Context: an optimization exercise on an open-source flow, tuned for small area, a short achievable clock period and few clock cycles per item. The choices shown serve that exercise and are no tape-out recipe. Only simulation tests tie the RTL to the original design; equivalence was not proved.

<file path="flow/design.v">
`default_nettype none
package sm4TablesPkg;
  function automatic logic [3:0] gf16Inv2(input logic [3:0] a);
    case (a)
      4'd0: gf16Inv2 = 4'd0;
      4'd1: gf16Inv2 = 4'd1;
      4'd2: gf16Inv2 = 4'd3;
      4'd3: gf16Inv2 = 4'd2;
      4'd4: gf16Inv2 = 4'd15;
      4'd5: gf16Inv2 = 4'd12;
      4'd6: gf16Inv2 = 4'd9;
      4'd7: gf16Inv2 = 4'd11;
      4'd8: gf16Inv2 = 4'd10;
      4'd9: gf16Inv2 = 4'd6;
      4'd10: gf16Inv2 = 4'd8;
      4'd11: gf16Inv2 = 4'd7;
      4'd12: gf16Inv2 = 4'd5;
      4'd13: gf16Inv2 = 4'd14;
      4'd14: gf16Inv2 = 4'd13;
      4'd15: gf16Inv2 = 4'd4;
      default: gf16Inv2 = 4'd0;
    endcase
  endfunction
  function automatic logic [7:0] sbox(input logic [7:0] x);
    logic a0, a1, a2, a3, a4, a5, a6, a7, a8, a9, a10, a11, a12, a13, a14, a15, a16, a17, a18, a19, a20, a21, a22, a23, a24, a25, a26, a27, a28, a29, a30, a31, a32, a33, a34, a35, a36, p0, p1, p2, p3, p4, p5, p6, p7, p8, b0, b1, b2, b3, b4, b5, b6, b7, b8, b9, b10, b11, b12, b13, c0, c1, c2, c3, c4, qh0, qh1, qh2, qh3, qh4, qh5, qh6, qh7, qh8, qs0, qs1, qs2, qs3, qs4, qs5, qs6, qs7, qs8, e0, e1, e2, e3, e4, e5, e6, e7, e8, e9, e10, e11, e12, e13, e14, e15, e16, e17, e18, e19, e20, e21, e22, e23, e24, e25, e26, e27, e28, e29, e30, e31, e32;
    logic [3:0] d, di;
    a0 = x[0] ^ x[1];
    a1 = x[2] ^ x[4];
    a2 = x[3] ^ x[5];
    a3 = x[6] ^ a0;
    a4 = x[7] ^ a1;
    a5 = a1 ^ a2;
    a6 = x[2] ^ a3;
    a7 = x[2] ^ x[6];
    a8 = x[3] ^ x[7];
    a9 = x[7] ^ a2;
    a10 = x[5] ^ a4;
    a11 = x[0] ^ a4;
    a12 = a0 ^ a8;
    a13 = x[1] ^ a10;
    a14 = a0 ^ a1;
    a15 = x[4] ^ a3;
    a16 = x[6] ^ a10;
    a17 = x[5] ^ a6;
    a18 = a0 ^ a5;
    a19 = x[0] ^ a5;
    a20 = a0 ^ a2;
    a21 = a3 ^ a5;
    a22 = a1 ^ a3;
    a23 = x[7] ^ a15;
    a24 = x[2] ^ x[5];
    a25 = x[1] ^ a7;
    a26 = x[2] ^ x[7];
    a27 = x[6] ^ a13;
    a28 = a9 ^ a15;
    a29 = x[3] ^ a11;
    a30 = x[6] ^ a29;
    a31 = x[1] ^ a8;
    a32 = x[3] ^ a14;
    a33 = x[1] ^ x[4];
    a34 = x[4] ^ a12;
    a35 = a2 ^ a6;
    a36 = a7 ^ a9;
    p0 = ~a21 & a16;
    p1 = ~a26 & a34;
    p2 = a28 & a35;
    p3 = ~x[6] & a27;
    p4 = a22 & a30;
    p5 = ~a14 & a20;
    p6 = a18 & x[1];
    p7 = ~a23 & a25;
    p8 = ~a36 & a7;
    b0 = p3 ^ p4;
    b1 = p4 ^ p5;
    b2 = p2 ^ a24;
    b3 = p7 ^ ~a6;
    b4 = p8 ^ a17;
    b5 = b0 ^ b2;
    b6 = p0 ^ p2;
    b7 = ~a33 ^ b1;
    b8 = p1 ^ b5;
    b9 = b0 ^ b3;
    b10 = b1 ^ b4;
    b11 = p6 ^ b9;
    b12 = b6 ^ b7;
    b13 = p7 ^ b10;
    d = {b13, b11, b12, b8};
    di = gf16Inv2(d);
    c0 = di[1] ^ di[3];
    c1 = di[0] ^ di[2];
    c2 = c0 ^ c1;
    c3 = di[2] ^ di[3];
    c4 = di[0] ^ di[1];
    qh0 = ~a21 & di[3];
    qs0 = ~a12 & di[3];
    qh1 = ~a26 & di[2];
    qs1 = ~a32 & di[2];
    qh2 = a28 & c3;
    qs2 = a4 & c3;
    qh3 = ~x[6] & di[1];
    qs3 = ~a13 & di[1];
    qh4 = a22 & di[0];
    qs4 = a31 & di[0];
    qh5 = ~a14 & c4;
    qs5 = ~a5 & c4;
    qh6 = a18 & c0;
    qs6 = a19 & c0;
    qh7 = ~a23 & c1;
    qs7 = ~a11 & c1;
    qh8 = ~a36 & c2;
    qs8 = ~a9 & c2;
    e0 = qh1 ^ qh3;
    e1 = qs2 ^ e0;
    e2 = qh5 ^ qh8;
    e3 = qs7 ^ e1;
    e4 = qh7 ^ e2;
    e5 = qh4 ^ qs3;
    e6 = qs0 ^ qs8;
    e7 = qs1 ^ e5;
    e8 = qh2 ^ e4;
    e9 = e3 ^ e6;
    e10 = qh0 ^ qh5;
    e11 = qs4 ^ e7;
    e12 = qs6 ^ e3;
    e13 = qs0 ^ qs5;
    e14 = qh1 ^ qh6;
    e15 = e6 ^ e14;
    e16 = e4 ^ e7;
    e17 = qh0 ^ e15;
    e18 = qs2 ^ e4;
    e19 = qs3 ^ e13;
    e20 = qs6 ^ e17;
    e21 = qh2 ^ e11;
    e22 = e13 ^ e16;
    e23 = qs1 ^ e20;
    e24 = e8 ^ e9;
    e25 = qs1 ^ e12;
    e26 = e9 ^ e10;
    e27 = e8 ^ e12;
    e28 = e10 ^ e25;
    e29 = e1 ^ e21;
    e30 = e19 ^ e27;
    e31 = qh8 ^ e23;
    e32 = e11 ^ e18;
    sbox[0] = ~e28;
    sbox[1] = ~e32;
    sbox[2] = e30;
    sbox[3] = e29;
    sbox[4] = ~e26;
    sbox[5] = e24;
    sbox[6] = ~e22;
    sbox[7] = ~e31;
  endfunction
  function automatic logic [31:0] ck(input logic [4:0] i);
    case (i)
      5'd0: ck = 32'h00070e15;
      5'd1: ck = 32'h1c232a31;
      5'd2: ck = 32'h383f464d;
      5'd3: ck = 32'h545b6269;
      5'd4: ck = 32'h70777e85;
      5'd5: ck = 32'h8c939aa1;
      5'd6: ck = 32'ha8afb6bd;
      5'd7: ck = 32'hc4cbd2d9;
      5'd8: ck = 32'he0e7eef5;
      5'd9: ck = 32'hfc030a11;
      5'd10: ck = 32'h181f262d;
      5'd11: ck = 32'h343b4249;
      5'd12: ck = 32'h50575e65;
      5'd13: ck = 32'h6c737a81;
      5'd14: ck = 32'h888f969d;
      5'd15: ck = 32'ha4abb2b9;
      5'd16: ck = 32'hc0c7ced5;
      5'd17: ck = 32'hdce3eaf1;
      5'd18: ck = 32'hf8ff060d;
      5'd19: ck = 32'h141b2229;
      5'd20: ck = 32'h30373e45;
      5'd21: ck = 32'h4c535a61;
      5'd22: ck = 32'h686f767d;
      5'd23: ck = 32'h848b9299;
      5'd24: ck = 32'ha0a7aeb5;
      5'd25: ck = 32'hbcc3cad1;
      5'd26: ck = 32'hd8dfe6ed;
      5'd27: ck = 32'hf4fb0209;
      5'd28: ck = 32'h10171e25;
      5'd29: ck = 32'h2c333a41;
      5'd30: ck = 32'h484f565d;
      5'd31: ck = 32'h646b7279;
      default: ck = 32'h0;
    endcase
  endfunction
  localparam logic [127:0] FK = {
    32'ha3b1bac6,
    32'h56aa3350,
    32'h677d9197,
    32'hb27022dc
  };
  function automatic logic [31:0] rotl(input logic [31:0] w, input int unsigned n);
    rotl = (w << n) | (w >> (32 - n));
  endfunction
  function automatic logic [31:0] tauSub(input logic [31:0] a);
    tauSub = {sbox(a[31:24]), sbox(a[23:16]), sbox(a[15:8]), sbox(a[7:0])};
  endfunction
  function automatic logic [31:0] dataT(input logic [31:0] x);
    logic [31:0] b;
    b = tauSub(x);
    dataT = b ^ rotl(b, 2) ^ rotl(b, 10) ^ rotl(b, 18) ^ rotl(b, 24);
  endfunction
  function automatic logic [31:0] keyT(input logic [31:0] x);
    logic [31:0] b;
    b = tauSub(x);
    keyT = b ^ rotl(b, 13) ^ rotl(b, 23);
  endfunction
endpackage
`default_nettype wire
`default_nettype none
package sm4CorePkg;
  localparam int WORD_W  = 32;
  localparam int BLOCK_W = 128;
  localparam int ROUNDS  = 32;
  localparam int ROUND_W = 5;
endpackage
`default_nettype wire
`default_nettype none
import sm4CorePkg::*;
module sm4Core (
  input  wire logic                             clk,
  input  wire logic                             rst_n,
  input  wire logic                             start,
  input  wire logic                             decrypt,
  input  wire logic [sm4CorePkg::BLOCK_W-1:0]   key,
  input  wire logic [sm4CorePkg::BLOCK_W-1:0]   textIn,
  output logic [sm4CorePkg::BLOCK_W-1:0]        textOut,
  output logic                                  done
);
  localparam logic [ROUND_W-1:0] CNT_LAST = ROUND_W'(ROUNDS - 1);
  logic               busy;
  logic               spec;
  logic               hitR;
  logic               rounds;
  logic               decMode;
  logic               valid;
  logic [ROUND_W-1:0] cnt;
  logic [ROUND_W-1:0] cntNext;
  logic               accept;
  logic               missNow;
  logic               lastRound;
  logic               toRounds;
  logic               keyBack;
  logic               dataRound;
  logic               saveEnd;
  logic               keyBackNext;
  logic [BLOCK_W-1:0] keyIn;
  logic [BLOCK_W-1:0] kw;
  logic [BLOCK_W-1:0] ko;
  assign keyIn     = key ^ sm4TablesPkg::FK;
  assign accept    = start && !busy;
  assign missNow   = spec && !hitR;
  assign lastRound = busy && rounds && !spec && (cnt == '0);
  assign toRounds  = busy && !rounds && (!decMode || cnt == CNT_LAST);
  always_comb
  begin
    if (accept)
      cntNext = decrypt ? CNT_LAST : ROUND_W'(1);
    else if (!busy || lastRound || missNow)
      cntNext = '0;
    else if (rounds ? decMode : (decMode && cnt == CNT_LAST))
      cntNext = rounds ? cnt - 1'b1 : cnt;
    else
      cntNext = cnt + 1'b1;
  end
  assign keyBackNext = accept ? decrypt
                              : (busy && !lastRound && !missNow && decMode && (rounds || toRounds));
  always_ff @(posedge clk or negedge rst_n)
  begin
    if (!rst_n)
    begin
      busy      <= 1'b0;
      spec      <= 1'b0;
      hitR      <= 1'b0;
      rounds    <= 1'b0;
      decMode   <= 1'b0;
      valid     <= 1'b0;
      cnt       <= '0;
      done      <= 1'b0;
      keyBack   <= 1'b0;
      dataRound <= 1'b0;
    end
    else
    begin
      done <= lastRound;
      cnt  <= cntNext;
      spec <= accept;
      hitR <= valid && (keyIn == kw);
      keyBack   <= keyBackNext;
      dataRound <= accept || (busy && !lastRound && !missNow && (rounds || toRounds));
      if (accept)
      begin
        busy    <= 1'b1;
        rounds  <= 1'b1;
        decMode <= decrypt;
      end
      else
      begin
        if (lastRound)
        begin
          busy  <= 1'b0;
          valid <= 1'b1;
        end
        if (missNow)
          rounds <= 1'b0;
        else if (toRounds)
          rounds <= 1'b1;
      end
    end
  end
  logic [WORD_W-1:0] k0, k1, k2, k3;
  logic [WORD_W-1:0] tk;
  logic [WORD_W-1:0] e0, e1, e2, e3;
  logic              stepFwd;
  logic              stepBack;
  logic              encEnd;
  logic [WORD_W-1:0] z;
  assign {k0, k1, k2, k3} = kw;
  assign tk = sm4TablesPkg::keyT(z);
  assign encEnd   = lastRound && !decMode;
  assign stepFwd  = (accept && !decrypt) || (busy && !keyBack && !encEnd && !missNow);
  assign stepBack = busy && keyBack && !missNow;
  always_comb
  begin
    if ((accept && decrypt) || missNow || encEnd)
      {e0, e1, e2, e3} = ko;
    else if (stepFwd)
      {e0, e1, e2, e3} = {k1, k2, k3, k0};
    else if (stepBack)
      {e0, e1, e2, e3} = {k3, k0, k1, k2};
    else
      {e0, e1, e2, e3} = kw;
  end
  always_ff @(posedge clk)
    kw <= {(tk & {WORD_W{stepBack}}) ^ e0, e1, e2, (tk & {WORD_W{stepFwd}}) ^ e3};
  always_ff @(posedge clk)
    z <= (tk & {WORD_W{keyBackNext ? stepBack : stepFwd}}) ^
         (e1 ^ e2 ^ (keyBackNext ? e0 : e3) ^ sm4TablesPkg::ck(cntNext));
  assign saveEnd = busy && !missNow && (decMode ? (rounds && cnt == CNT_LAST)
                                                : (!rounds || cnt == '0));
  always_ff @(posedge clk)
  begin
    if (accept)
      ko <= keyIn;
    else if (saveEnd)
      ko <= kw;
  end
  logic [WORD_W-1:0] x0, x1, x2, x3;
  logic [WORD_W-1:0] ex0, ex1, ex2, ex3;
  logic [WORD_W-1:0] y;
  logic [WORD_W-1:0] ty;
  logic              dataStep;
  assign dataStep = dataRound && !missNow;
  assign ty = sm4TablesPkg::dataT(y);
  always_comb
  begin
    if (accept)
      {ex0, ex1, ex2, ex3} = textIn;
    else if (dataStep)
      {ex0, ex1, ex2, ex3} = {x1, x2, x3, x0};
    else
      {ex0, ex1, ex2, ex3} = {x0, x1, x2, x3};
  end
  always_ff @(posedge clk)
  begin
    {x0, x1, x2} <= {ex0, ex1, ex2};
    x3 <= (ty & {WORD_W{dataStep}}) ^ ex3;
    y  <= (ty & {WORD_W{dataStep}}) ^ (tk & {WORD_W{stepFwd}}) ^ (ex1 ^ ex2 ^ ex3 ^ e3);
  end
  assign textOut = {x3, x2, x1, x0};
endmodule
`default_nettype wire
</file>
<file path="flow/flow/run.sh">
#!/bin/bash
# Own layout flow: the standard flow (standard.sh), with
#  - synthesis as standard.sh does it, except for the ABC mapping script
#    (flow/abc.script) used for the logic between the registers;
#  - the ORFS knobs in flow/knobs.txt added to the layout's make call.
# Registers, their names and cells are the standard synthesis's: the
# flip-flops are mapped before ABC runs and ABC does not touch them.
# Each tool's full output goes to a log file of its own in this folder.
set -euo pipefail
here=$(pwd)
fdir=$here/flow

# synthesis script: synth_recipe.tcl with ORFS's synth.tcl swapped for a copy
# whose abc call uses flow/abc.script.
sed "s#^  log_cmd abc {\*}\$abc_args#  set abc_args [lreplace \$abc_args 1 1 $fdir/abc.script]\n  log_cmd abc {*}\$abc_args#" \
  "$FLOW_HOME/scripts/synth.tcl" > "$here/own_synth.tcl"
grep -q "abc.script" "$here/own_synth.tcl"
sed "s#\$::env(SCRIPTS_DIR)/synth.tcl#$here/own_synth.tcl#" "$here/synth_recipe.tcl" > "$here/own_synth_recipe.tcl"
grep -q "own_synth.tcl" "$here/own_synth_recipe.tcl"

knobs=()
if [[ -f $fdir/knobs.txt ]]; then
  while IFS= read -r line; do
    [[ -n "$line" && "$line" != \#* ]] && knobs+=("$line")
  done < "$fdir/knobs.txt"
fi

bash standard.sh "SYNTH_SCRIPT=$here/own_synth_recipe.tcl" synth > "$here/synth.log" 2>&1
bash standard.sh "SYNTH_SCRIPT=$here/own_synth_recipe.tcl" "${knobs[@]}" finish > "$here/layout.log" 2>&1
test -f "$here/out/final.def"
</file>
<file path="flow/flow/abc.script">
strash
dch
map -B 0.9
topo
stime -c
buffer -c
upsize -c
dnsize -c
</file>
<file path="flow/flow/knobs.txt">
BUFFER_PORTS_ARGS=-buffer_cell sky130_fd_sc_hd__buf_1
SETUP_SLACK_MARGIN=5.5
</file>
<file path="flow/standard.sh">
#!/bin/bash
# synth_recipe.tcl (not shown) runs the flow's synth.tcl, then flattens the netlist and writes it again
# the make line also repeats each setting of config.mk as NAME=value (left out here)
make -C /OpenROAD-flow-scripts/flow DESIGN_CONFIG=/design/flow/config.mk WORK_HOME=/design/flow/orfs CLKGATE_MAP_FILE= SYNTH_SCRIPT=/design/flow/synth_recipe.tcl "${@:-finish}"
</file>
<file path="flow/config.mk">
export PLATFORM = sky130hd
export DESIGN_NAME = sm4Core
export DESIGN_NICKNAME = sm4Core
export VERILOG_FILES = /design/flow/design.v
export SDC_FILE = /design/flow/constraint.sdc
export NUM_CORES = 8
export LEC_CHECK = 0
export CAP_MARGIN = 20
export CORE_MARGIN = 2
export CORE_UTILIZATION = 60
export SETUP_SLACK_MARGIN = 5
export SLEW_MARGIN = 20
export TNS_END_PERCENT = 0
</file>
<file path="flow/constraint.sdc">
create_clock -name core_clock -period 11.0 [get_ports {clk}]
set_input_delay 2.2000 -clock core_clock [delete_from_list [all_inputs] [get_ports {clk}]]
set_output_delay 2.2000 -clock core_clock [all_outputs]
set_load 0.01 [all_outputs]
</file>
==> impl_metrics.csv, run 1 <==
group,metric,value,unit
hold_path,hold_start,"spec",
clock_tree,cts_root_buffer,"clkbuf_16",
setup_path,crit_top_cell,"nand2_1",
global_routing,grt.total_usage,0.427,
sta,rsz0062_at_grt,"true",
sta,setup_tns,0,ns
global_routing,grt-ovfl-total,0,
placement,dpl.hpwl,132000,um
drt,dr.pass1.iters,6,
setup_path,criticalPathCategory,"register to register",
final_layout,nNetsFinal,7477,
drt,initialDrtViolationCount,6307,
synthesis,yosysTopAreaCell,"nand2_1",
setup_path,rr_startpoint,"z[10]",
hold_path,hp-class,"register to register",
synthesis,yosysUniqueCellTypes,67,
synthesis,ys.flop_type,"dfxtp_1",
sta,setup_viol_count_final,0,
drt,vias,47928,
synthesis,synthMuxAreaShare,0,
sta,whs,0.486,ns
floorplanning,placeableCoreArea,71700,um2
sta,fmaxAchievable,0.189,GHz
final_layout,multi_input_area,29700,um2
final_layout,regArea,11000,um2
setup_path,slowest_stage,"dfxtp_2",
setup_path,arrival,5.78,ns
clock_tree,tritoncts,"built",
synthesis,synth_top_area_share,0.215,
sta,final-max-slew-violation-count,0,
synthesis,syn_area_per_cell,6.30,um2
global_routing,first_global_vias,41786,
drt,drt_wl_total,168000,um
synthesis,yosys.area_share.simple,0.410,
setup_path,worst-path-max-fanout,6,
final_layout,syn_to_final_growth,10.0,%
setup_path,cpPeakStageDelay,0.46,ns
clock_tree,cts.clk_slew.worst_paths,0.07,ns
global_routing,antenna_found_initial,3,
sta,relSlewSlack,0.158,
drt,antenna_left,0,
synthesis,synth-warning-count,1,
final_layout,fill_cells,6564,
floorplanning,rows,98,
setup_path,cp-start-kind,"register",
setup_path,worstPathRequired,11.48,ns
outcome,status,"no timing/DRC/antenna violations",
clock_tree,clk_latency,0.64,ns
setup_path,crit_buf_inv,4,
floorplanning,ios,389,
synthesis,synth_compound_area_frac,0.110,
synthesis,synth_top_family_by_area,"simple AND/OR/NAND/NOR gates",
synthesis,ys_seq_area_frac,0.250,
synthesis,synth-async-reset-ratio,0.0303,
setup_path,cp-end-kind,"register",
sta,post-route-period-util,0.481,
floorplanning,die_w,274,um
job,maxCapViolCount,0,
synthesis,synthXorXnorAreaFrac,0.134,
synthesis,synth_adder_area_share,0.0146,
synthesis,ys_top_cells_by_area,"nand2_1 22%, dfxtp_1 13%, edfxtp_1 11%",
placement,dp.cells,8047,
final_layout,drive_above_1_share,0.104,
sta,worst_pin_slew,1.25,ns
drt,vias_per_cell,5.87,
synthesis,synth_nets,7233,
synthesis,syn_area,43600,um2
placement,gp_congestion,1.07,
placement,portBuffers,388,
setup_path,crit_start,"z[10]",
clock_tree,clockBufferDepth,3,
floorplanning,start_util,0.608,
drt,drcViolationCount,0,
clock_tree,cts_buffers,53,
global_routing,grt_pass1_wl,246000,um
sta,fin_skew,0.0344,ns
global_routing,grt_max_degree,190,
sta,hold_viol,0,
synthesis,synth-edff-count,160,
floorplanning,dieArea,74900,um2
drt,wl_per_cell,20.6,um
floorplanning,fp.dieH,274,um
sta,fin_crit,5.29,ns
clock_tree,htreeDepth,2,
synthesis,syn_inst,6922,
final_layout,final_util,0.669,
synthesis,ys_ff_latch,462,
setup_path,critical-path-top-delay-family,"simple AND/OR/NAND/NOR gates",
clock_tree,cts.sink_count,462,
final_layout,fin_cells,8163,
flip-flops by register name, summed over array words and instances, names as in the netlist, 5 cells and up:
signal and count:
kw 128, ko 128, y 32, z 32
x2 32, x1 32, cnt 5, x0 32
x3 32
placed cells by master, fill, tap and decap left out, drive strengths merged, types with 14 or more instances in the layout:
master | netlist | final
a21oi | 122 | 122
a221oi | 31 | 31
a31oi | 67 | 67
buf | 71 | 423
clkbuf | 164 | 76
clkinv | 5 | 19
dfrtp | 14 | 14
dfxtp | 288 | 288
edfxtp | 160 | 160
ha | 51 | 51
inv | 638 | 645
nand2 | 2749 | 2749
nand3 | 749 | 749
nand3b | 36 | 36
nand4 | 49 | 49
nor2 | 457 | 457
nor3 | 14 | 14
o211ai | 78 | 78
o21ai | 437 | 437
o22ai | 43 | 43
or2 | 20 | 20
xnor2 | 227 | 227
xor2 | 381 | 381
timing repair:
item | in CTS | in global routing
setup buffers | 0 | 12
endpoints found under the hold margin | 0 | 0
pin swaps | 0 | 11
hold buffers | 0 | 0
resized for setup | 9 | 147
cloned | 0 | 1
endpoints found under the setup margin | 14 | 135
path summary, 6_finish.rpt:
path                             end  slack, ns  depth (start not counted)
hold / removal                  done       0.49                          1
setup / recovery                z[9]       5.71                         35
max in group asynchronous  dataRound       8.86                          1
setup reg to reg                z[9]       5.71                         35
hold reg to reg                 done       0.49                          1
min in group asynchronous     cnt[2]       1.63                          1
cells by family (layout without fill, tap and decap cells):
logic type,Yosys count,after routing
AOI/OAI and AO/OA,834,834
xor gates and xnor gates,609,609
adders and majority gates,51,51
buffers and inverters,878,1167
DFF,462,462
other,0,2
and+or+nand+nor,4088,4088
layer usage:
layer / wire [um] / part of all wire / global-route usage / up-vias
met4: 11500 / 0.069 / 0.245 / 2
met2: 69000 / 0.41 / 0.625 / 2887
met1: 65800 / 0.39 / 0.579 / 21765
met5: 14 / 0.000083 / 0 / -
li1: - / - / - / 22776
met3: 21600 / 0.13 / 0.0954 / 498
final cells by class:
class | instances | share of cell area
tap | 950 | 0.0248
clock inverter | 25 | 0.00537
inverter | 643 | 0.0507
antenna | 2 | 0.000104
timing repair buffer | 424 | 0.0385
clock buffer | 75 | 0.0311
multi-input combinational | 5582 | 0.620
sequential | 462 | 0.230
synthesized netlist by cell type, types with 23 or more instances:
cell      number
nand2_1     2502
inv_1        554
o211ai_1      78
nand3b_1      35
nand4_1       49
nand3_2       62
clkbuf_1     158
nor2_1       428
nand2_4       29
ha_1          51
o21ai_0      427
nand2_2      218
xor2_2        40
edfxtp_1     160
o22ai_1       43
xor2_1       337
dfxtp_1      288
xnor2_1      213
inv_2         80
a221oi_1      31
a31oi_1       67
buf_1         23
nand3_1      683
a21oi_1      119
stage by stage:
| stage | cell area, um2 | setup WS (ns) |
|---|---|---|
| global route | 48000 | 5.37 |
| floorplan | 43600 | 5.49 |
| detailed placement | 45500 | 4.78 |
| global placement | 45500 | 4.81 |
| finish | 48000 | 5.71 |
| CTS | 47300 | 5.33 |
Testbench counts, summed over its fixed seeds: cycles 56,002, blocks 1,600.
==> run 2, diff against run 1 <==
==> flow/flow/run.sh (replaced) <==
#!/bin/bash
# Own layout flow: the standard flow (standard.sh) with two changes.
#  - Synthesis is the standard one except for the ABC script that maps the
#    logic between the registers: flow/abc.script (ORFS's area script, a
#    delay-driven map with area recovery) instead of the speed script.
#    The flip-flops are mapped before ABC runs and ABC does not touch them,
#    so registers, their names and cells are the standard synthesis's.
#  - flow/knobs.txt adds ORFS variables to the make calls: the port buffers
#    are buf_1 cells (every port still gets one), and the timing repair
#    aims at a larger setup margin. The clock and constraints are the standard flow's.
# Each tool's full output goes to a log file of its own in this folder
# (synth.log, layout.log, and ORFS's own logs under orfs/logs).
set -euo pipefail
here=$(pwd)
fdir=$here/flow

# synthesis script: synth_recipe.tcl with ORFS's synth.tcl swapped for a copy
# whose abc call uses flow/abc.script.
sed "s#^  log_cmd abc {\*}\$abc_args#  set abc_args [lreplace \$abc_args 1 1 $fdir/abc.script]\n  log_cmd abc {*}\$abc_args#" \
  "$FLOW_HOME/scripts/synth.tcl" > "$here/own_synth.tcl"
grep -q "abc.script" "$here/own_synth.tcl"
sed "s#\$::env(SCRIPTS_DIR)/synth.tcl#$here/own_synth.tcl#" "$here/synth_recipe.tcl" > "$here/own_synth_recipe.tcl"
grep -q "own_synth.tcl" "$here/own_synth_recipe.tcl"

knobs=()
if [[ -f $fdir/knobs.txt ]]; then
  while IFS= read -r line; do
    [[ -n "$line" && "$line" != \#* ]] && knobs+=("$line")
  done < "$fdir/knobs.txt"
fi

bash standard.sh "SYNTH_SCRIPT=$here/own_synth_recipe.tcl" "${knobs[@]}" synth > "$here/synth.log" 2>&1
bash standard.sh "SYNTH_SCRIPT=$here/own_synth_recipe.tcl" "${knobs[@]}" finish > "$here/layout.log" 2>&1
test -f "$here/out/final.def"
==> flow/flow/knobs.txt (replaced) <==
BUFFER_PORTS_ARGS=-buffer_cell sky130_fd_sc_hd__buf_1
SETUP_SLACK_MARGIN=5.75
==> impl_metrics.csv, run 2 <==
group,metric,value,unit
outcome,status,"no timing/DRC/antenna violations",
synthesis,ys.flop_type,"dfxtp_1",
drt,initialDrtViolationCount,5922,
setup_path,cpPeakStageDelay,0.52,ns
final_layout,final_cell_mix,"2455 x nand2_1, 665 x nand3_1, 550 x inv_1",
placement,placed_area,45500,um2
drt,vias_per_cell,5.88,
floorplanning,placeableCoreArea,71700,um2
global_routing,first_global_vias,42275,
sta,relSlewSlack,0.230,
clock_tree,cts_buffers,49,
setup_path,cp-start-kind,"register",
hold_path,hp-class,"register to register",
synthesis,syn_area,43600,um2
sta,fmaxAchievable,0.193,GHz
synthesis,ys_ff_latch,462,
drt,drcViolationCount,0,
sta,hold_viol,0,
setup_path,crit-reg2reg-capture,"x3[12]",
setup_path,crit_top_cell,"nand2_1",
final_layout,final_common_cell,"nand2_1",
synthesis,synthTopCellsByCount,"2502 x nand2_1, 683 x nand3_1, 554 x inv_1",
drt,dr.pass1.iters,8,
synthesis,synth_top_area_share,0.215,
synthesis,ys_top_cells_by_area,"nand2_1 22%, dfxtp_1 13%, edfxtp_1 11%",
drt,antenna_left,0,
sta,setup_viol_count_final,0,
sta,fin_crit,5.18,ns
synthesis,yosysTopAreaCell,"nand2_1",
setup_path,reg2reg_depth,34,
sta,post-route-period-util,0.471,
placement,gp_congestion,1.04,
sta,final-max-slew-violation-count,0,
setup_path,cp-end-kind,"register",
synthesis,syn_inst,6922,
job,maxCapViolCount,0,
hold_path,holdPathEnd,"done",
synthesis,synth_nets,7233,
drt,drt_wl_total,166000,um
synthesis,synth-edff-count,160,
setup_path,worstPathRequired,11.48,ns
floorplanning,start_util,0.608,
sta,setup_slack,5.82,ns
global_routing,grt-ovfl-total,0,
hold_path,hold_start,"spec",
synthesis,ys_seq_area_frac,0.250,
drt,wl_per_cell,20.3,um
clock_tree,cts.sink_count,462,
clock_tree,cts.clk_slew.worst_paths,0.06,ns
clock_tree,tritoncts,"built",
global_routing,grt_max_degree,129,
setup_path,reg2reg_slack,5.82,ns
synthesis,syn_area_per_cell,6.30,um2
setup_path,arrival,5.66,ns
clock_tree,hold_buffers,0,
clock_tree,clockBufferDepth,3,
placement,place_ws,5.21,ns
sta,fin_skew,0.0404,ns
final_layout,final_util,0.671,
synthesis,yosysMostFrequentCell,"nand2_1",
floorplanning,rows,98,
synthesis,yosysUniqueCellTypes,67,
placement,portBuffers,388,
sta,setup_tns,0,ns
global_routing,antenna_found_initial,2,
sta,worst_pin_slew,1.16,ns
global_routing,grt_pass1_wl,245000,um
synthesis,synth-async-reset-ratio,0.0303,
setup_path,slowest_stage,"dfxtp_1",
floorplanning,dieArea,74900,um2
floorplanning,ios,389,
setup_path,rr_startpoint,"y[28]",
setup_path,criticalPathCategory,"register to register",
final_layout,top_regs,"ko (128), kw (128)",
setup_path,worst-path-max-fanout,7,
synthesis,synth-warning-count,1,
placement,dpl.hpwl,130000,um
sta,rsz0062_at_grt,"true",
hold_path,whs_path_depth,1,
floorplanning,die_w,274,um
clock_tree,clk_latency,0.64,ns
clock_tree,cts_root_buffer,"clkbuf_16",
final_layout,nNetsFinal,7478,
floorplanning,fp.dieH,274,um
final_layout,final_cell_area,48100,um2
drt,vias,47960,
clock_tree,htreeDepth,2,
final_layout,syn_to_final_growth,10.3,%
final_layout,drive_above_1_share,0.109,
global_routing,grt.total_usage,0.423,
-- run 2: cell types whose count changed in the layout (fill, tap and decap cells not counted), moves of 5 or more --
cell,change
buf_4,+8
nand3_1,-12
nand3_2,+9
dfxtp_2,-13
clkinv_1,-6
clkinv_2,+5
dfxtp_4,+11
clkbuf_1,-5
nand2_4,+5
nand2_2,+6
nand2_1,-11
-- run 2: final cells by class --
type / instances / area [um2]
timing repair buffer: 429 / 1810
multi-input combinational: 5582 / 30000
sequential: 462 / 11000
inverter: 643 / 2430
antenna: 2 / 5.00
fill: 6720 / 23600
tap: 950 / 1190
clock inverter: 23 / 234
clock buffer: 68 / 1410
-- run 2: layer usage --
| metal | vias up | part of all wire | track usage | wire length [um] |
|---|---|---|---|---|
| li1 | 22798 | - | - | - |
| met1 | 21903 | 0.40 | 0.579 | 66400 |
| met2 | 2778 | 0.42 | 0.626 | 68800 |
| met3 | 481 | 0.12 | 0.0877 | 19800 |
| met4 | 0 | 0.063 | 0.225 | 10500 |
| met5 | - | 0 | 0 | 0 |
-- run 2: worst max path at each step --
stage | from | slack [ns] | end | cells after the start
after floorplan | start | 5.70 | ko[0] | 9
after global placement | start | 5.27 | y[2] | 14
after detailed placement | z[9] | 5.21 | y[26] | 36
after CTS | z[7] | 5.67 | y[29] | 34
after global routing | z[0] | 5.50 | z[1] | 34
final | y[28] | 5.82 | x3[12] | 34
-- run 2: critical path, delay by kind of cell (launching register included) --
kind / cells / cell delay, ns
AND/OR/NAND/NOR: 24 / 2.95
buffers and inverters: 6 / 0.59
flip-flops: 1 / 0.52
XOR/XNOR: 2 / 0.42
adder cells (fa/ha/maj): 1 / 0.33
AO/OA/AOI/OAI: 1 / 0.22
-- run 2: kinds of logic after synthesis --
| logic type | after synthesis | share of synthesized area |
|---|---|---|
| AND/OR/NAND/NOR | 4088 | 0.410 |
| buffers and inverters | 878 | 0.0803 |
| AO/OA/AOI/OAI | 834 | 0.110 |
| XOR/XNOR | 609 | 0.134 |
| flip-flops | 462 | 0.250 |
| adder cells (fa/ha/maj) | 51 | 0.0146 |
-- run 2: stage by stage --
| stage | cells | hold slack, ns |
|---|---|---|
| after global placement | 8050 | 0.490 |
| after floorplan | 6922 | 0.440 |
| after global routing | 8158 | 0.532 |
| after CTS | 8142 | 0.512 |
| final | 8159 | 0.523 |
| after detailed placement | 8050 | 0.506 |
-- run 2: timing repair --
item / CTS / global route
endpoints found under the setup margin: 101 / 160
pin swaps: 1 / 15
endpoints found under the hold margin: 0 / 0
buffers inserted: 1 / 15
gates resized for setup: 38 / 177
==> run 3, diff against run 2 <==
==> flow/flow/knobs.txt (replaced) <==
BUFFER_PORTS_ARGS=-buffer_cell sky130_fd_sc_hd__buf_1
==> impl_metrics.csv, run 3 <==
group,metric,value,unit
outcome,status,"no timing/DRC/antenna violations",
placement,gp_congestion,1.05,
final_layout,nNetsFinal,7456,
clock_tree,cts.sink_count,462,
final_layout,fin_cells,8135,
setup_path,worst-path-max-fanout,7,
clock_tree,hold_buffers,0,
clock_tree,tritoncts,"built",
setup_path,cp-end-kind,"register",
drt,antenna_left,0,
synthesis,ys.flop_type,"dfxtp_1",
final_layout,final_cell_mix,"2495 x nand2_1, 683 x nand3_1, 552 x inv_1",
drt,dr.pass1.iters,7,
drt,initialDrtViolationCount,6329,
setup_path,arrival,6.32,ns
synthesis,synth-warning-count,1,
setup_path,criticalPathCategory,"register to register",
sta,setup_slack,5.15,ns
synthesis,ys_seq_area_frac,0.250,
setup_path,rr_startpoint,"z[17]",
global_routing,antenna_found_initial,4,
sta,hold_viol,0,
sta,relSlewSlack,0.232,
drt,vias,47846,
drt,drt_wl_total,166000,um
clock_tree,clockBufferDepth,3,
placement,dpl.hpwl,131000,um
placement,place_ws,4.74,ns
synthesis,synth_nets,7233,
floorplanning,dieArea,74900,um2
synthesis,syn_area_per_cell,6.30,um2
setup_path,cp-start-kind,"register",
setup_path,crit_buf_inv,2,
drt,vias_per_cell,5.88,
job,maxCapViolCount,0,
global_routing,grt-ovfl-total,0,
setup_path,critical-path-top-delay-family,"simple AND/OR/NAND/NOR gates",
setup_path,crit_top_cell,"nand2_1",
synthesis,ys_ff_latch,462,
final_layout,syn_to_final_growth,7.79,%
synthesis,syn_area,43600,um2
global_routing,first_global_vias,41688,
final_layout,fill_cells,6816,
clock_tree,cts.clk_slew.worst_paths,0.07,ns
sta,final-max-slew-violation-count,0,
sta,whs,0.499,ns
synthesis,syn_inst,6922,
global_routing,grt_max_degree,140,
floorplanning,rows,98,
clock_tree,cts_resized,1,
clock_tree,cts_buffers,47,
setup_path,worstPathRequired,11.47,ns
synthesis,yosysTopAreaCell,"nand2_1",
clock_tree,clk_latency,0.61,ns
sta,post-route-period-util,0.532,
synthesis,synth-async-reset-ratio,0.0303,
placement,portBuffers,388,
floorplanning,ios,389,
drt,wl_per_cell,20.4,um
hold_path,hp-class,"register to register",
clock_tree,cts_root_buffer,"clkbuf_16",
final_layout,final_cell_area,47000,um2
final_layout,drive_above_1_share,0.0848,
setup_path,slowest_stage,"dfxtp_1",
synthesis,synth-edff-count,160,
global_routing,grt_pass1_wl,246000,um
clock_tree,post-cts-setup-buffer-count,0,
floorplanning,start_util,0.608,
setup_path,crit-reg2reg-capture,"y[30]",
final_layout,final_util,0.655,
sta,fin_skew,0.0272,ns
floorplanning,placeableCoreArea,71700,um2
synthesis,synthTopCellsByCount,"2502 x nand2_1, 683 x nand3_1, 554 x inv_1",
setup_path,reg2reg_depth,36,
sta,worst_pin_slew,1.14,ns
synthesis,synth_top_area_share,0.215,
hold_path,whs_path_depth,1,
clock_tree,htreeDepth,2,
synthesis,yosysMostFrequentCell,"nand2_1",
synthesis,yosysUniqueCellTypes,67,
setup_path,reg2reg_slack,5.15,ns
sta,rsz0062_at_grt,"true",
global_routing,grt.total_usage,0.425,
floorplanning,fp.dieH,274,um
drt,drcViolationCount,0,
hold_path,hold_start,"spec",
sta,setup_tns,0,ns
floorplanning,die_w,274,um
sta,fmaxAchievable,0.171,GHz
setup_path,cpPeakStageDelay,0.73,ns
final_layout,top_regs,"ko (128), kw (128)",
sta,setup_viol_count_final,0,
sta,fin_crit,5.85,ns
placement,dp.cells,8046,
placement,placed_area,45400,um2
hold_path,holdPathEnd,"done",
final_layout,final_common_cell,"nand2_1",
synthesis,ys_top_cells_by_area,"nand2_1 22%, dfxtp_1 13%, edfxtp_1 11%",
[run 3: kinds of logic (layout without fill, tap and decap cells)]
| kind of cell | after synthesis | after routing | synth area share |
|---|---|---|---|
| other cells | 0 | 1 | 0 |
| xor+xnor | 609 | 609 | 0.134 |
| fa+ha+maj | 51 | 51 | 0.0146 |
| simple gates | 4088 | 4088 | 0.410 |
| flops | 462 | 462 | 0.250 |
| compound gates | 834 | 834 | 0.110 |
| buf+inv | 878 | 1140 | 0.0803 |
[run 3: per-layer routing]
metal / vias up / global-route usage / wire (um)
met1: 21764 / 0.588 / 65700
met4: 8 / 0.248 / 11300
met5: - / 0 / 59
li1: 22754 / - / -
met2: 2830 / 0.614 / 67600
met3: 490 / 0.0833 / 20900
[run 3: worst reg2reg max path: cells and delay by family, from the launching register on]
kind / cells / cell delay, ns
buffers and inverters: 2 / 0.30
XOR/XNOR: 3 / 0.85
flip-flops: 1 / 0.73
adder cells (fa/ha/maj): 1 / 0.36
AND/OR/NAND/NOR: 30 / 3.50
[run 3: layout make-up]
class	instances	area [um2]	area share
antenna	1	2.50	0.0000532
timing repair buffer	409	1640	0.0349
tap	950	1190	0.0253
inverter	643	2430	0.0517
clock inverter	12	124	0.00263
multi-input combinational	5582	29300	0.623
clock buffer	76	1420	0.0302
sequential	462	10900	0.232
[run 3: worst max path at each step]
stage,startpoint,endpoint,slack [ns],cells past startpoint
2_1_floorplan,start,ko[0],5.48,9
3_3_place_gp,start,z[31],4.89,12
3_5_place_dp,start,z[31],4.74,12
4_1_cts,z[1],y[30],5.19,36
5_1_grt,z[31],y[30],4.82,35
6_report,z[17],y[30],5.15,36
==> run 4, diff against run 3 <==
==> flow/flow/knobs.txt (replaced) <==
BUFFER_PORTS_ARGS=-buffer_cell sky130_fd_sc_hd__buf_1
SETUP_SLACK_MARGIN=5.25
==> impl_metrics.csv, run 4 <==
group,metric,value,unit
floorplanning,ios,389,
floorplanning,rows,98,
setup_path,criticalPathCategory,"register to register",
synthesis,synth_nets,7233,
synthesis,ys_seq_area_frac,0.250,
clock_tree,htreeDepth,2,
floorplanning,die_w,274,um
final_layout,final_cell_area,47100,um2
sta,fmaxAchievable,0.178,GHz
synthesis,syn_area_per_cell,6.30,um2
clock_tree,clk_latency,0.61,ns
setup_path,crit_end,"y[21]",
final_layout,top_regs,"ko (128), kw (128)",
drt,dr.pass1.iters,7,
floorplanning,fp.dieH,274,um
synthesis,ys_ff_latch,462,
placement,place_ws,4.74,ns
sta,final-max-slew-violation-count,0,
clock_tree,cts.clk_slew.worst_paths,0.07,ns
setup_path,cp-start-kind,"register",
final_layout,drive_above_1_share,0.0875,
sta,fin_skew,0.0265,ns
global_routing,grt-ovfl-total,0,
setup_path,rr_startpoint,"z[19]",
final_layout,final_util,0.657,
final_layout,multi_input_area,29300,um2
synthesis,syn_area,43600,um2
final_layout,final_cell_mix,"2494 x nand2_1, 683 x nand3_1, 552 x inv_1",
global_routing,first_global_vias,41688,
setup_path,crit_start,"z[19]",
synthesis,yosysMostFrequentCell,"nand2_1",
clock_tree,tritoncts,"built",
sta,fin_crit,5.61,ns
final_layout,syn_to_final_growth,8.00,%
global_routing,grt_pass1_wl,246000,um
global_routing,grt_max_degree,140,
drt,vias,47757,
sta,post-route-period-util,0.510,
setup_path,reg2reg_slack,5.39,ns
sta,rsz0062_at_grt,"true",
setup_path,reg2reg_depth,36,
drt,wl_per_cell,20.3,um
clock_tree,cts.sink_count,462,
drt,antenna_left,0,
setup_path,critical-path-top-delay-family,"simple AND/OR/NAND/NOR gates",
global_routing,antenna_found_initial,4,
synthesis,synth-edff-count,160,
placement,gp_congestion,1.05,
synthesis,synth_adder_area_share,0.0146,
setup_path,worst-path-max-fanout,7,
drt,drcViolationCount,0,
sta,setup_viol_count_final,0,
sta,setup_slack,5.39,ns
synthesis,synthMuxAreaShare,0,
drt,vias_per_cell,5.87,
setup_path,arrival,6.09,ns
final_layout,final_common_cell,"nand2_1",
clock_tree,cts_root_buffer,"clkbuf_16",
clock_tree,hold_buffers,0,
clock_tree,clockBufferDepth,3,
synthesis,synth_top_area_share,0.215,
final_layout,regArea,10900,um2
drt,initialDrtViolationCount,6523,
synthesis,ys.flop_type,"dfxtp_1",
synthesis,synth-warning-count,1,
hold_path,hp-class,"register to register",
setup_path,cpPeakStageDelay,0.66,ns
outcome,status,"no timing/DRC/antenna violations",
synthesis,synthTopCellsByCount,"2502 x nand2_1, 683 x nand3_1, 554 x inv_1",
synthesis,ys_top_cells_by_area,"nand2_1 22%, dfxtp_1 13%, edfxtp_1 11%",
synthesis,synthXorXnorAreaFrac,0.134,
setup_path,crit-reg2reg-capture,"y[21]",
floorplanning,placeableCoreArea,71700,um2
placement,placed_area,45400,um2
synthesis,yosys.area_share.simple,0.410,
setup_path,crit_top_cell,"nand2_1",
final_layout,fill_cells,6808,
sta,hold_viol,0,
setup_path,cp_num_cells,36,
placement,dpl.hpwl,131000,um
synthesis,syn_inst,6922,
synthesis,yosysUniqueCellTypes,67,
placement,portBuffers,388,
sta,worst_pin_slew,1.14,ns
final_layout,nNetsFinal,7459,
setup_path,cp-end-kind,"register",
synthesis,yosysTopAreaCell,"nand2_1",
setup_path,worstPathRequired,11.48,ns
floorplanning,start_util,0.608,
floorplanning,dieArea,74900,um2
synthesis,synth_compound_area_frac,0.110,
setup_path,crit_buf_inv,5,
job,maxCapViolCount,0,
drt,drt_wl_total,165000,um
clock_tree,cts_buffers,47,
sta,relSlewSlack,0.232,
synthesis,synth_top_family_by_area,"simple AND/OR/NAND/NOR gates",
global_routing,grt.total_usage,0.425,
sta,setup_tns,0,ns
synthesis,synth-async-reset-ratio,0.0303,
setup_path,slowest_stage,"dfxtp_1",
-- run 4: cell counts after synthesis --
Identical to the previous run, type by type.
-- run 4: how the worst min path moves through the flow --
stage	start	endpoint	slack, ns	cells after the start
2_1_floorplan	valid	valid	0.44	1
3_3_place_gp	spec	done	0.49	1
3_5_place_dp	spec	done	0.49	1
4_1_cts	spec	done	0.50	1
5_1_grt	spec	done	0.54	1
6_report	spec	done	0.50	1
-- run 4: repair_timing --
| item | CTS | global route |
|---|---|---|
| setup endpoints to repair | 3 | 110 |
| pin swaps | 0 | 1 |
| setup buffers | 0 | 3 |
| cloned | 0 | 0 |
| gates resized for setup | 2 | 27 |
-- run 4: cell type report --
type                       instances  share of cell area
antenna                            2            0.000106
clock buffer                      76              0.0301
clock inverter                    12             0.00263
inverter                         643              0.0516
multi-input combinational       5582               0.622
sequential                       462               0.232
tap                              950              0.0252
timing repair buffer             412              0.0356
-- run 4: stage by stage --
step	hold WS (ns)	std cells
6_report	0.497	8139
5_1_grt	0.536	8137
4_1_cts	0.498	8134
3_5_place_dp	0.488	8046
3_3_place_gp	0.486	8046
2_1_floorplan	0.440	6922
-- run 4: kinds of logic after synthesis --
group	Yosys count
AND/OR/NAND/NOR	4088
buffers and inverters	878
AO/OA/AOI/OAI	834
XOR/XNOR	609
flip-flops	462
adder cells (fa/ha/maj)	51
-- run 4: per-layer routing --
metal | up-vias | part of all wire | wire (um) | GRT usage
met5 | - | 0.00023 | 38 | 0
met4 | 6 | 0.069 | 11500 | 0.248
met3 | 500 | 0.13 | 21100 | 0.0833
met2 | 2779 | 0.41 | 67500 | 0.614
met1 | 21723 | 0.39 | 65300 | 0.588
li1 | 22749 | - | - | -
==> run 5, diff against run 4 <==
==> flow/flow/knobs.txt (replaced) <==
BUFFER_PORTS_ARGS=-buffer_cell sky130_fd_sc_hd__buf_1
SETUP_SLACK_MARGIN=6
==> impl_metrics.csv, run 5 <==
group,metric,value,unit
clock_tree,cts.clk_slew.worst_paths,0.06,ns
drt,dr.pass1.iters,7,
synthesis,ys_ff_latch,462,
placement,portBuffers,388,
synthesis,yosysTopAreaCell,"nand2_1",
placement,gp_congestion,1.04,
clock_tree,cts_buffers,47,
synthesis,syn_area,43600,um2
synthesis,syn_area_per_cell,6.30,um2
drt,antenna_left,0,
floorplanning,rows,98,
floorplanning,placeableCoreArea,71700,um2
clock_tree,cts.sink_count,462,
final_layout,final_util,0.696,
drt,vias_per_cell,5.92,
drt,drcViolationCount,0,
clock_tree,cts_root_buffer,"clkbuf_16",
global_routing,grt_pass1_wl,250000,um
synthesis,synth_nets,7233,
global_routing,first_global_vias,42735,
final_layout,syn_to_final_growth,14.5,%
floorplanning,ios,389,
drt,initialDrtViolationCount,6268,
synthesis,synth-edff-count,160,
floorplanning,start_util,0.608,
drt,vias,48659,
sta,relSlewSlack,0.111,
sta,rsz0062_at_grt,"true",
placement,dp.cells,8049,
setup_path,arrival,5.57,ns
final_layout,fill_cells,6320,
synthesis,ys_top_cells_by_area,"nand2_1 22%, dfxtp_1 13%, edfxtp_1 11%",
hold_path,hold_start,"spec",
synthesis,yosysUniqueCellTypes,67,
clock_tree,tritoncts,"built",
synthesis,synth-warning-count,1,
floorplanning,die_w,274,um
synthesis,synthTopCellsByCount,"2502 x nand2_1, 683 x nand3_1, 554 x inv_1",
setup_path,rr_startpoint,"y[0]",
sta,final-max-slew-violation-count,0,
outcome,status,"no timing/DRC/antenna violations",
sta,post-route-period-util,0.457,
sta,fin_skew,0.0377,ns
synthesis,synth-async-reset-ratio,0.0303,
drt,drt_wl_total,170000,um
hold_path,whs_path_depth,1,
clock_tree,clk_latency,0.62,ns
setup_path,cp-end-kind,"register",
final_layout,fin_cells,8220,
clock_tree,htreeDepth,2,
sta,setup_tns,0,ns
floorplanning,fp.dieH,274,um
sta,fmaxAchievable,0.199,GHz
final_layout,top_regs,"ko (128), kw (128)",
hold_path,holdPathEnd,"done",
final_layout,drive_above_1_share,0.145,
hold_path,hp-class,"register to register",
final_layout,nNetsFinal,7535,
synthesis,ys.flop_type,"dfxtp_1",
setup_path,cp-start-kind,"input pin",
final_layout,final_cell_mix,"2349 x nand2_1, 637 x nand3_1, 533 x inv_1",
setup_path,criticalPathCategory,"input pin to register",
final_layout,final_common_cell,"nand2_1",
sta,hold_viol,0,
synthesis,ys_seq_area_frac,0.250,
job,maxCapViolCount,0,
clock_tree,clockBufferDepth,3,
setup_path,worst-path-max-fanout,57,
placement,dpl.hpwl,132000,um
setup_path,worstPathRequired,11.54,ns
synthesis,syn_inst,6922,
global_routing,antenna_found_initial,6,
sta,setup_viol_count_final,0,
sta,fin_crit,5.03,ns
floorplanning,dieArea,74900,um2
global_routing,grt-ovfl-total,0,
global_routing,grt.total_usage,0.433,
drt,wl_per_cell,20.7,um
synthesis,yosysMostFrequentCell,"nand2_1",
setup_path,crit-reg2reg-capture,"x3[18]",
synthesis,synth_top_area_share,0.215,
setup_path,reg2reg_slack,6.07,ns
sta,worst_pin_slew,1.33,ns
global_routing,grt_max_degree,146,
setup_path,reg2reg_depth,32,
## run 5: timing repair
| action | in CTS | in global routing |
|---|---|---|
| pin swaps | 12 | 70 |
| hold buffers | 0 | 0 |
| resized for setup | 133 | 410 |
| gates cloned | 1 | 0 |
| endpoints found under the setup margin | 160 | 160 |
| setup buffers | 15 | 60 |
## run 5: area by class of cell
cell class | instances | area (um2) | area share
multi-input cells | 5582 | 31200 | 0.625
flip-flops and latches | 462 | 11100 | 0.223
inverters | 643 | 2460 | 0.0492
repair buffers | 488 | 2400 | 0.0480
clock buffers | 61 | 1300 | 0.0260
well taps | 950 | 1190 | 0.0238
clock inverters | 25 | 244 | 0.00489
diodes | 9 | 22.5 | 0.000451
## run 5: cell families after synthesis
kind of cell,count (synthesis),share of synthesized area
buffers and inverters,878,0.0803
flip-flops,462,0.250
XOR/XNOR,609,0.134
adder cells (fa/ha/maj),51,0.0146
AND/OR/NAND/NOR,4088,0.410
AO/OA/AOI/OAI,834,0.110
## run 5: worst max path at each step
| stage | startpoint | end |
|---|---|---|
| after floorplan | start | ko[0] |
| after global routing | z[0] | y[18] |
| after detailed placement | start | z[13] |
| final | start | z[29] |
| after global placement | start | z[13] |
| after CTS | z[8] | y[5] |
## run 5: worst max-delay path, cell delays in order
cell and delay, ns:
buf_1 0.19, nand2_8 0.26, o21ai_1 0.57, clkinv_1 0.76, ha_1 0.43, nand2_1 0.07, a21oi_1 0.07, a31oi_1 0.46
xor2_1 0.22, xnor2_1 0.17, xor2_1 0.16
## run 5: stage by stage
| step | setup slack [ns] | instance area, um2 | hold slack, ns |
|---|---|---|---|
| floorplan | 6.04 | 43600 | 0.440 |
| global placement | 4.88 | 45500 | 0.477 |
| detailed placement | 4.79 | 45500 | 0.483 |
| CTS | 5.94 | 47700 | 0.491 |
| global route | 5.83 | 49900 | 0.531 |
| finish | 5.97 | 49900 | 0.495 |
## run 5: layer usage
metal  wire (um)  vias to the layer above  track usage
met2       70200                     2828        0.625
met5          25                        -            0
met4       12000                        4        0.265
li1            -                    22920            -
met3       21200                      557       0.0918
met1       66700                    22350        0.589
==> run 6, diff against run 5 <==
==> flow/flow/knobs.txt (replaced) <==
BUFFER_PORTS_ARGS=-buffer_cell sky130_fd_sc_hd__buf_1
SETUP_SLACK_MARGIN=6.5
==> impl_metrics.csv, run 6 <==
group,metric,value,unit
outcome,status,"no timing/DRC/antenna violations",
global_routing,grt.total_usage,0.440,
clock_tree,clk_latency,0.62,ns
synthesis,synth_nets,7233,
synthesis,synthTopCellsByCount,"2502 x nand2_1, 683 x nand3_1, 554 x inv_1",
clock_tree,cts_root_buffer,"clkbuf_16",
setup_path,reg2reg_slack,6.03,ns
sta,relSlewSlack,0.198,
final_layout,syn_to_final_growth,24.5,%
global_routing,grt_max_degree,129,
global_routing,first_global_vias,43974,
floorplanning,placeableCoreArea,71700,um2
setup_path,criticalPathCategory,"register to register",
floorplanning,rows,98,
floorplanning,start_util,0.608,
setup_path,crit_buf_inv,5,
sta,post-route-period-util,0.451,
setup_path,cpPeakStageDelay,0.42,ns
sta,setup_tns,0,ns
drt,initialDrtViolationCount,6863,
final_layout,regArea,11100,um2
setup_path,critical-path-top-delay-family,"simple AND/OR/NAND/NOR gates",
clock_tree,hold_buffers,0,
setup_path,cp-start-kind,"register",
setup_path,rr_startpoint,"z[7]",
global_routing,antenna_found_initial,6,
final_layout,fill_cells,5678,
floorplanning,dieArea,74900,um2
setup_path,slowest_stage,"dfxtp_4",
floorplanning,fp.dieH,274,um
sta,rsz0062_at_grt,"true",
final_layout,final_util,0.757,
sta,final-max-slew-violation-count,0,
placement,portBuffers,388,
sta,fin_skew,0.0256,ns
drt,wl_per_cell,21.5,um
final_layout,multi_input_area,34200,um2
synthesis,syn_area_per_cell,6.30,um2
synthesis,syn_inst,6922,
final_layout,final_cell_mix,"2057 x nand2_1, 548 x nand3_1, 501 x nand2_2",
placement,dp.cells,8045,
clock_tree,cts_buffers,47,
synthesis,ys_ff_latch,462,
setup_path,crit_top_cell,"nand2_2",
synthesis,yosysMostFrequentCell,"nand2_1",
job,maxCapViolCount,0,
hold_path,holdPathEnd,"done",
clock_tree,cts.clk_slew.worst_paths,0.07,ns
placement,dpl.hpwl,131000,um
drt,drt_wl_total,180000,um
clock_tree,tritoncts,"built",
final_layout,drive_above_1_share,0.228,
synthesis,ys_seq_area_frac,0.250,
synthesis,ys_top_cells_by_area,"nand2_1 22%, dfxtp_1 13%, edfxtp_1 11%",
floorplanning,ios,389,
clock_tree,htreeDepth,2,
placement,gp_congestion,1.05,
setup_path,cp-end-kind,"register",
sta,fmaxAchievable,0.201,GHz
drt,antenna_left,0,
clock_tree,clockBufferDepth,3,
sta,hold_viol,0,
final_layout,final_common_cell,"nand2_1",
synthesis,synth_top_area_share,0.215,
synthesis,synth-async-reset-ratio,0.0303,
drt,dr.pass1.iters,9,
synthesis,ys.flop_type,"dfxtp_1",
drt,vias_per_cell,6.06,
final_layout,fin_cells,8374,
setup_path,worst-path-max-fanout,5,
final_layout,top_regs,"ko (128), kw (128)",
synthesis,synth-warning-count,1,
synthesis,yosysUniqueCellTypes,67,
hold_path,whs_path_depth,1,
final_layout,nNetsFinal,7692,
hold_path,hp-class,"register to register",
drt,drcViolationCount,0,
drt,vias,50750,
sta,worst_pin_slew,1.20,ns
synthesis,synth-edff-count,160,
clock_tree,cts.sink_count,462,
global_routing,grt-ovfl-total,0,
setup_path,reg2reg_depth,37,
global_routing,grt_pass1_wl,255000,um
sta,setup_viol_count_final,0,
sta,fin_crit,4.97,ns
synthesis,yosysTopAreaCell,"nand2_1",
hold_path,hold_start,"spec",
setup_path,worstPathRequired,11.49,ns
setup_path,crit-reg2reg-capture,"kw[114]",
floorplanning,die_w,274,um
synthesis,syn_area,43600,um2
setup_path,arrival,5.45,ns
run 6: changes by cell type in the layout (fill, tap and decap cells not counted), moves of 35 or more:
cell	delta
nand2_1	-292
nand2_2	+182
buf_4	+136
nand2_4	+103
nand3_1	-89
nand3_4	+46
nand3_2	+43
inv_1	-35
run 6: worst max-delay path by stage:
stage / startpoint / endpoint / cells past startpoint
2_1_floorplan: start / ko[0] / 9
3_3_place_gp: start / z[13] / 13
3_5_place_dp: start / z[13] / 13
4_1_cts: z[30] / y[30] / 35
5_1_grt: z[7] / y[25] / 40
6_report: z[7] / kw[114] / 37
run 6: logic make-up after synthesis:
group	synth area share
adder cells (fa/ha/maj)	0.0146
AO/OA/AOI/OAI	0.110
flip-flops	0.250
AND/OR/NAND/NOR	0.410
buffers and inverters	0.0803
XOR/XNOR	0.134
run 6: cell type report:
| cell class | count | area share |
|---|---|---|
| multi-input combinational | 5582 | 0.630 |
| antenna | 5 | 0.000230 |
| tap | 950 | 0.0219 |
| timing repair buffer | 645 | 0.0691 |
| clock buffer | 66 | 0.0244 |
| sequential | 462 | 0.205 |
| inverter | 643 | 0.0462 |
| clock inverter | 21 | 0.00267 |
run 6: metal layers:
metal | GRT usage | share of wire | wire length [um] | up-vias
met3 | 0.101 | 0.13 | 22900 | 711
met2 | 0.643 | 0.42 | 76000 | 3265
met4 | 0.259 | 0.075 | 13500 | 6
met1 | 0.592 | 0.38 | 67900 | 23543
met5 | 0 | 0.00024 | 43 | -
li1 | - | - | - | 23225
run 6: stage by stage:
| stage | setup slack [ns] | cell area (um2) | hold slack, ns |
|---|---|---|---|
| final | 6.03 | 54300 | 0.522 |
| after global routing | 5.76 | 54300 | 0.547 |
| after CTS | 6.41 | 49900 | 0.516 |
| after detailed placement | 4.63 | 45400 | 0.507 |
| after global placement | 4.75 | 45400 | 0.497 |
| after floorplan | 6.52 | 43700 | 0.440 |
run 6: timing repair:
action	4_1_cts	5_1_grt
cloned	2	0
pin swaps	111	324
resized for setup	541	760
buffers inserted	86	149
endpoints found under the setup margin	182	160
==> run 7, diff against run 6 <==
==> flow/flow/knobs.txt (replaced) <==
BUFFER_PORTS_ARGS=-buffer_cell sky130_fd_sc_hd__buf_1
SETUP_SLACK_MARGIN=5.9
==> impl_metrics.csv, run 7 <==
group,metric,value,unit
global_routing,grt-ovfl-total,0,
floorplanning,start_util,0.608,
setup_path,cp-end-kind,"register",
synthesis,synth-async-reset-ratio,0.0303,
synthesis,yosysMostFrequentCell,"nand2_1",
drt,vias,48485,
final_layout,regArea,11100,um2
synthesis,yosysTopAreaCell,"nand2_1",
final_layout,final_util,0.692,
setup_path,worst-path-max-fanout,73,
setup_path,worstPathRequired,11.54,ns
sta,post-route-period-util,0.457,
hold_path,hold_start,"spec",
setup_path,crit_chain,"buf_1 > nand2_8 > buf_4 > buf_6 > nor2_1 > a31oi_1 > xnor2_1 > xor2_1 > xor2_1 > nand3b_1 > nand2_1 > nand3_1 > nand2_1",
synthesis,yosysUniqueCellTypes,67,
synthesis,ys_top_cells_by_area,"nand2_1 22%, dfxtp_1 13%, edfxtp_1 11%",
setup_path,crit_start,"start",
floorplanning,fp.dieH,274,um
setup_path,reg2reg_depth,33,
setup_path,cp-start-kind,"input pin",
global_routing,first_global_vias,42410,
synthesis,syn_inst,6922,
synthesis,synth_top_area_share,0.215,
sta,setup_viol_count_final,0,
job,maxCapViolCount,0,
setup_path,reg2reg_slack,6.06,ns
synthesis,ys_ff_latch,462,
drt,vias_per_cell,5.91,
final_layout,final_cell_mix,"2372 x nand2_1, 643 x nand3_1, 541 x inv_1",
sta,fin_crit,5.03,ns
final_layout,fill_cells,6446,
synthesis,synth_compound_area_frac,0.110,
sta,fmaxAchievable,0.199,GHz
synthesis,ys_seq_area_frac,0.250,
clock_tree,clockBufferDepth,3,
clock_tree,cts_buffers,48,
floorplanning,dieArea,74900,um2
drt,drcViolationCount,0,
global_routing,grt.total_usage,0.431,
setup_path,arrival,5.57,ns
outcome,status,"no timing/DRC/antenna violations",
final_layout,final_common_cell,"nand2_1",
sta,relSlewSlack,0.244,
drt,dr.pass1.iters,7,
synthesis,synth-warning-count,1,
sta,whs,0.495,ns
clock_tree,cts.sink_count,462,
clock_tree,cts.clk_slew.worst_paths,0.06,ns
sta,setup_tns,0,ns
drt,wl_per_cell,20.8,um
hold_path,holdPathEnd,"done",
floorplanning,rows,98,
setup_path,rr_startpoint,"z[27]",
clock_tree,clk_latency,0.62,ns
placement,dpl.hpwl,132000,um
clock_tree,htreeDepth,2,
synthesis,synth_top_family_by_area,"simple AND/OR/NAND/NOR gates",
drt,initialDrtViolationCount,5658,
synthesis,synthXorXnorAreaFrac,0.134,
global_routing,grt_pass1_wl,248000,um
placement,dp.cells,8047,
final_layout,syn_to_final_growth,13.7,%
synthesis,synth-edff-count,160,
setup_path,crit-reg2reg-capture,"y[17]",
setup_path,criticalPathCategory,"input pin to register",
synthesis,synthTopCellsByCount,"2502 x nand2_1, 683 x nand3_1, 554 x inv_1",
hold_path,whs_path_depth,1,
synthesis,synthMuxAreaShare,0,
final_layout,drive_above_1_share,0.137,
sta,fin_skew,0.0287,ns
global_routing,grt_max_degree,129,
synthesis,yosys.area_share.simple,0.410,
clock_tree,hold_buffers,0,
synthesis,syn_area_per_cell,6.30,um2
global_routing,antenna_found_initial,2,
final_layout,nNetsFinal,7528,
clock_tree,cts_root_buffer,"clkbuf_16",
final_layout,top_regs,"ko (128), kw (128)",
setup_path,cpPeakStageDelay,0.58,ns
drt,antenna_left,0,
sta,hold_viol,0,
synthesis,synth_adder_area_share,0.0146,
clock_tree,tritoncts,"built",
synthesis,ys.flop_type,"dfxtp_1",
synthesis,synth_nets,7233,
sta,worst_pin_slew,1.12,ns
sta,rsz0062_at_grt,"true",
placement,portBuffers,388,
setup_path,slowest_stage,"xor2_1",
drt,drt_wl_total,171000,um
sta,final-max-slew-violation-count,0,
hold_path,hp-class,"register to register",
floorplanning,placeableCoreArea,71700,um2
final_layout,multi_input_area,30900,um2
floorplanning,die_w,274,um
synthesis,syn_area,43600,um2
placement,gp_congestion,1.01,
final_layout,fin_cells,8207,
floorplanning,ios,389,
[run 7: layout make-up]
cell class	count	share of cell area
Multi-Input combinational cell	5582	0.623
Antenna cell	1	0.0000504
Clock buffer	75	0.0306
Timing Repair Buffer	480	0.0460
Clock inverter	14	0.00288
Tap cell	950	0.0240
Sequential cell	462	0.224
Inverter	643	0.0493
[run 7: logic make-up (layout without fill, tap and decap cells)]
kind of cell / after synthesis / count (layout)
other: 0 / 1
xor gates and xnor gates: 609 / 609
DFF: 462 / 462
and+or+nand+nor: 4088 / 4088
buffers and inverters: 878 / 1212
AOI/OAI and AO/OA: 834 / 834
adders and majority gates: 51 / 51
[run 7: how the worst max path moves through the flow]
stage | end | slack (ns)
after floorplan | ko[0] | 5.95
after global placement | z[31] | 4.83
after detailed placement | z[13] | 4.72
after CTS | y[16] | 5.69
after global routing | y[19] | 5.73
final | y[18] | 5.97
[run 7: repair_timing]
action | CTS | global route
pin swaps | 1 | 74
buffers inserted | 4 | 65
endpoints found under the setup margin | 154 | 160
gates resized for setup | 72 | 400
[run 7: routing by layer]
layer  track usage  routed length (um)  vias up
met3         0.109               21900      541
met4         0.238               11700        0
li1              -                   -    22908
met5             0                   0        -
met1         0.566               65600    22278
met2         0.647               71600     2758
[run 7: per-stage QoR]
step / worst slack, ns / area (um2)
after detailed placement: 4.72 / 45400
after CTS: 5.69 / 47300
after global routing: 5.73 / 49600
final: 5.97 / 49600
after global placement: 4.83 / 45400
after floorplan: 5.95 / 43600
[run 7: critical path, delay by kind of cell]
kind	cells	cell delay [ns]
AOI/OAI and AO/OA	1	0.24
buffers and inverters	3	1.17
xor gates and xnor gates	3	0.95
and+or+nand+nor	6	0.88

what the ideal ports hide:
No port has a modelled driver above. Below, the same layouts with a new extraction and two added sets of constraints.
Step 1, drivers: a clkbuf_16 drives clk and a buf_2 each remaining input, both assumed.
Step 2 moves the port delays by t, midway between the first and last clock arrival at a register: inputs arrive t later, outputs are due t later. That takes back most of the time a late clock gives input paths.
Slacks: ideal / step 1 / step 2; pairs: ideal / step 1.
run	shift t [ns]	setup WS [ns]	latest minus earliest clock arrival (ns)
run 1	0.696	5.705 / 5.705 / 5.079	0.036 / 0.036
run 2	0.685	5.823 / 5.823 / 5.209	0.040 / 0.041
run 3	0.665	5.150 / 5.150 / 4.584	0.028 / 0.028
run 4	0.663	5.391 / 5.391 / 4.871	0.027 / 0.027
run 5	0.668	5.969 / 6.012 / 5.344	0.042 / 0.042
run 6	0.671	6.035 / 6.035 / 5.658	0.026 / 0.025
run 7	0.665	5.971 / 6.013 / 5.348	0.028 / 0.028
After both steps every run listed still meets setup and hold. For run 1, which loses most, drivers alone change the setup slack by 0.000 ns; drivers and shift together by -0.626 ns.
